Background: an optimization exercise with open tools, aiming at small area. Do not read the settings as production practice.
In this exercise RTL edits were held to simulation tests only and were not proved equivalent to the original.

old:
==> flow/design.v (excerpt) <==
module alu_issue_stage #(
    parameter int XLEN  = 32,
    parameter int NREGS = 32
) (
    input  logic            clk,
    input  logic            rst,
    input  logic            instr_valid,
    input  logic [31:0]     instr,
    output logic            instr_ready,
    input  logic            flush,
    output logic            ex_valid,
    input  logic            ex_ready,
    output logic [XLEN-1:0] op1,
    output logic [XLEN-1:0] op2,
    output logic [XLEN-1:0] imm,
    output logic [6:0]      opcode,
    output logic [2:0]      func3,
    output logic [6:0]      func7,
    output logic [4:0]      rd,
    output logic            rd_we,
    output logic            illegal_instr,
    input  logic            wb_en,
    input  logic [4:0]      wb_rd,
    input  logic [XLEN-1:0] wb_data
);
For scale: ~1100 flip-flops, ~200 I/O pins, roughly 0.044 sq mm of cells after synthesis.
==> module alu_issue_stage, before the edit <==
module alu_issue_stage #(
    parameter int XLEN  = 32,
    parameter int NREGS = 32
) (
    input  logic            clk,
    input  logic            rst,
    input  logic            instr_valid,
    input  logic [31:0]     instr,
    output logic            instr_ready,
    input  logic            flush,
    output logic            ex_valid,
    input  logic            ex_ready,
    output logic [XLEN-1:0] op1,
    output logic [XLEN-1:0] op2,
    output logic [XLEN-1:0] imm,
    output logic [6:0]      opcode,
    output logic [2:0]      func3,
    output logic [6:0]      func7,
    output logic [4:0]      rd,
    output logic            rd_we,
    output logic            illegal_instr,
    input  logic            wb_en,
    input  logic [4:0]      wb_rd,
    input  logic [XLEN-1:0] wb_data
);
    localparam logic [6:0] OPC_OP    = 7'b0110011;
    localparam logic [6:0] OPC_OPIMM = 7'b0010011;
    logic [XLEN-1:0] rf_q [1:NREGS-1];
    logic            valid_q, illegal_q;
    logic            nz_q;       
    logic            isOp_q;     
    logic [XLEN-1:0] op1_q, op2_q;
    logic [2:0]      func3_q;
    logic [6:0]      func7_q;
    logic [4:0]      rd_q;
    logic [4:0]      rs1Addr, rs2Addr, rdAddr;
    logic [2:0]      f3;
    logic            isOp, isOpImm, accept, take, hold;
    logic            wbAny, byp1, byp2;
    logic [XLEN-1:0] immExt, wd;
    logic [6:0]      f7;
    assign instr_ready = !valid_q || ex_ready;
    assign accept      = instr_valid && instr_ready;
    assign rdAddr  = instr[11:7];
    assign f3      = instr[14:12];
    assign rs1Addr = instr[19:15];
    assign rs2Addr = instr[24:20];
    assign isOp    = (instr[6:0] == OPC_OP);
    assign isOpImm = (instr[6:0] == OPC_OPIMM);
    assign take = !rst && !flush && accept && (isOp || isOpImm);
    assign hold = !rst && !take;
    assign immExt = {{(XLEN-12){instr[31]}}, instr[31:20]};
    assign f7     = (isOp || (f3[1:0] == 2'b01)) ? instr[31:25] : 7'd0;
    assign wbAny = wb_en && (wb_rd != 5'd0);
    assign wd    = rst ? '0 : wb_data;
    for (genvar i = 1; i < NREGS; i++) begin : g_rf
        logic            we;
        logic [XLEN-1:0] d;
        assign we = rst || (wbAny && (wb_rd == i));
        issue_rf_wsel #(.W(XLEN)) u_wsel (.we(we), .hold(!we), .wd(wd), .q(rf_q[i]), .d(d));
        always_ff @(posedge clk) rf_q[i] <= d;
    end
    assign byp1 = wbAny && (wb_rd == rs1Addr);
    assign byp2 = wbAny && (wb_rd == rs2Addr);
    logic [XLEN-1:0]   op1_d, op2_d;
    logic [NREGS:0]    sel1;
    logic [NREGS+1:0]  sel2;
    logic [(NREGS+1)*XLEN-1:0] din1;
    logic [(NREGS+2)*XLEN-1:0] din2;
    always_comb begin
        for (int i = 1; i < NREGS; i++) begin
            sel1[i-1] = take && !byp1 && (rs1Addr == i);
            sel2[i-1] = take && isOp && !byp2 && (rs2Addr == i);
            din1[(i-1)*XLEN +: XLEN] = rf_q[i];
            din2[(i-1)*XLEN +: XLEN] = rf_q[i];
        end
        sel1[NREGS-1] = take && byp1;
        sel1[NREGS]   = hold;
        din1[(NREGS-1)*XLEN +: XLEN] = wb_data;
        din1[NREGS*XLEN +: XLEN]     = op1_q;
        sel2[NREGS-1] = take && isOp && byp2;
        sel2[NREGS]   = hold;
        sel2[NREGS+1] = take && isOpImm;
        din2[(NREGS-1)*XLEN +: XLEN] = wb_data;
        din2[NREGS*XLEN +: XLEN]     = op2_q;
        din2[(NREGS+1)*XLEN +: XLEN] = immExt;
    end
    issue_sel_or #(.N(NREGS+1), .W(XLEN)) u_rd1 (.sel(sel1), .din(din1), .dout(op1_d));
    issue_sel_or #(.N(NREGS+2), .W(XLEN)) u_rd2 (.sel(sel2), .din(din2), .dout(op2_d));
    always_ff @(posedge clk) begin
        op1_q     <= op1_d;
        op2_q     <= op2_d;
        func3_q   <= ({3{hold}} & func3_q) | ({3{take}} & f3);
        func7_q   <= ({7{hold}} & func7_q) | ({7{take}} & f7);
        rd_q      <= ({5{hold}} & rd_q)    | ({5{take}} & rdAddr);
        nz_q      <= (hold && nz_q)   || take;
        isOp_q    <= (hold && isOp_q) || (take && isOp);
        valid_q   <= take || (!rst && !flush && valid_q && !ex_ready);
        illegal_q <= !rst && !flush && accept && !(isOp || isOpImm);
    end
    logic isOpImm_q;
    assign isOpImm_q = nz_q && !isOp_q;
    assign ex_valid      = valid_q;
    assign rd_we         = valid_q && (rd_q != 5'd0);
    assign illegal_instr = illegal_q;
    assign op1           = op1_q;
    assign op2           = op2_q;
    assign imm           = {{(XLEN-12){op2_q[11] && isOpImm_q}}, op2_q[11:0] & {12{isOpImm_q}}};
    assign opcode        = {1'b0, isOp_q, nz_q, 2'b00, nz_q, nz_q};
    assign func3         = func3_q;
    assign func7         = func7_q;
    assign rd            = rd_q;
endmodule
==> module issue_rf_wsel, before the edit <==
module issue_rf_wsel #(
    parameter int W = 32
) (
    input  logic         we,
    input  logic         hold,
    input  logic [W-1:0] wd,
    input  logic [W-1:0] q,
    output logic [W-1:0] d
);
    assign d = ({W{we}} & wd) | ({W{hold}} & q);
endmodule
clock: 5.0 ns
lec_check: 0
cap_margin: 20
core_margin: 2
core_utilization: 55
slew_margin: 20
synth_hierarchical: 1
standard.sh (not shown) runs the stock make flow with config.mk's settings and CLKGATE_MAP_FILE= SYNTH_SCRIPT=/design/flow/synth_recipe.tcl, a recipe that flattens the netlist after the stock synthesis.
==> flow/flow/run.sh <==
#!/bin/bash
# Standard ORFS layout with two changes: ports buffered with the smallest buffer,
# and a clock tree of larger sink clusters without dummy loads.
set -euo pipefail
export BUFFER_PORTS_ARGS="-buffer_cell sky130_fd_sc_hd__buf_1"
export CTS_ARGS="-sink_clustering_enable -repair_clock_nets -dont_use_dummy_load -buf_list sky130_fd_sc_hd__clkbuf_8 -sink_clustering_buffer sky130_fd_sc_hd__clkbuf_16 -sink_clustering_size 20 -sink_clustering_max_diameter 100"
bash standard.sh > flow_make.log 2>&1
### old -> new
diff --git a/flow/design.v b/flow/design.v
--- a/flow/design.v
+++ b/flow/design.v
@@ -52,13 +52,13 @@
     assign immExt = {{(XLEN-12){instr[31]}}, instr[31:20]};
     assign f7     = (isOp || (f3[1:0] == 2'b01)) ? instr[31:25] : 7'd0;
     assign wbAny = wb_en && (wb_rd != 5'd0);
     assign wd    = rst ? '0 : wb_data;
+    logic [NREGS-1:1] wsel, wholdN, rsel1, rsel2;
+    issue_dec #(.N(NREGS)) u_wdec (.force_on(rst), .en(wb_en), .a(wb_rd), .y(wsel), .yn(wholdN));
     for (genvar i = 1; i < NREGS; i++) begin : g_rf
-        logic            we;
         logic [XLEN-1:0] d;
-        assign we = rst || (wbAny && (wb_rd == i));
-        issue_rf_wsel #(.W(XLEN)) u_wsel (.we(we), .hold(!we), .wd(wd), .q(rf_q[i]), .d(d));
+        issue_rf_wsel #(.W(XLEN)) u_wsel (.we(wsel[i]), .hold(wholdN[i]), .wd(wd), .q(rf_q[i]), .d(d));
         always_ff @(posedge clk) rf_q[i] <= d;
     end
     assign byp1 = wbAny && (wb_rd == rs1Addr);
     assign byp2 = wbAny && (wb_rd == rs2Addr);
@@ -66,12 +66,14 @@
     logic [NREGS:0]    sel1;
     logic [NREGS+1:0]  sel2;
     logic [(NREGS+1)*XLEN-1:0] din1;
     logic [(NREGS+2)*XLEN-1:0] din2;
+    issue_rdec #(.N(NREGS)) u_rdec1 (.en(take && !byp1), .a(rs1Addr), .y(rsel1));
+    issue_rdec #(.N(NREGS)) u_rdec2 (.en(take && isOp && !byp2), .a(rs2Addr), .y(rsel2));
     always_comb begin
         for (int i = 1; i < NREGS; i++) begin
-            sel1[i-1] = take && !byp1 && (rs1Addr == i);
-            sel2[i-1] = take && isOp && !byp2 && (rs2Addr == i);
+            sel1[i-1] = rsel1[i];
+            sel2[i-1] = rsel2[i];
             din1[(i-1)*XLEN +: XLEN] = rf_q[i];
             din2[(i-1)*XLEN +: XLEN] = rf_q[i];
         end
         sel1[NREGS-1] = take && byp1;
@@ -175,6 +177,45 @@
     input  logic [W-1:0] wd,
     input  logic [W-1:0] q,
     output logic [W-1:0] d
 );
-    assign d = ({W{we}} & wd) | ({W{hold}} & q);
-endmodule
+    for (genvar b = 0; b < W; b++) begin : g_bit
+        issue_ao22 u_ao (.a0(we), .b0(wd[b]), .a1(hold), .b1(q[b]), .y(d[b]));
+    end
+endmodule
+module issue_ao22 (
+    input  logic a0, b0, a1, b1,
+    output logic y
+);
+    assign y = (a0 && b0) || (a1 && b1);
+endmodule
+module issue_dec #(
+    parameter int N = 32
+) (
+    input  logic         force_on,
+    input  logic         en,
+    input  logic [4:0]   a,
+    output logic [N-1:1] y,
+    output logic [N-1:1] yn
+);
+    logic [3:0] lo;
+    logic [7:0] hi;
+    always_comb begin
+        for (int j = 0; j < 4; j++) lo[j] = force_on || (en && (a[1:0] == j));
+        for (int k = 0; k < 8; k++) hi[k] = force_on || (a[4:2] == k);
+        for (int i = 1; i < N; i++) begin
+            y[i]  = lo[i % 4] && hi[i / 4];
+            yn[i] = !(lo[i % 4] && hi[i / 4]);
+        end
+    end
+endmodule
+module issue_rdec #(
+    parameter int N = 32
+) (
+    input  logic         en,
+    input  logic [4:0]   a,
+    output logic [N-1:1] y
+);
+    always_comb begin
+        for (int i = 1; i < N; i++) y[i] = en && (a == i);
+    end
+endmodule
## What came out
Compared with old, in new die height fell 2.4%, buffer count excluding the clock tree in the final layout fell 29, final instance area fell 1.1%, clock insertion delay at the later pin of the skew report about even. As far as count of pins over their slew limit goes, old and new are indistinguishable; the numbers are identical. Taking old as the reference point, the number of nets in the finished design of new falls by about 0.9%. old reports its critical path endpoint as op2_q[24]$_DFF_P_ while new reports op1_q[23]$_DFF_P_. First-pass iteration count of the detailed router: new and old compared, higher one is new. Cell area after synthesis is lower on new. Diff old -> new | via count | down slightly. Comparing new and old, die area is lower on new. nor2_2 as the critical-path cell with the highest stage delay was reported by new, and a222oi_1 by old.

## what the ideal ports hide
The flow's constraints put no driver on any port. The routed layouts listed below were extracted and timed again, unchanged, in two steps. Step 1: set_driving_cell puts a clkbuf_16 on clk and a buf_2 on each other input, an assumption about the parent block. Step 2, shift: input delay + t, output delay - t, t = (earliest + latest rising clock arrival at the registers) / 2. This alone moves slack from input paths to output paths. Slacks: ideal ports / drivers / drivers and shift; pairs: ideal ports / drivers.
| run | t, ns | setup WS [ns] | hold WS [ns] | worst setup path at the end |
|---|---|---|---|---|
| old | 0.877 | 0.948 / 0.982 / 0.105 | 0.339 / 0.304 / 0.477 | input to register |
| new | 0.904 | 0.884 / 0.926 / 0.022 | 0.423 / 0.380 / 0.486 | input to register |
After both steps every run listed still meets setup and hold. For new, which loses most, drivers alone change the setup slack by +0.042 ns; drivers and shift together by -0.862 ns.
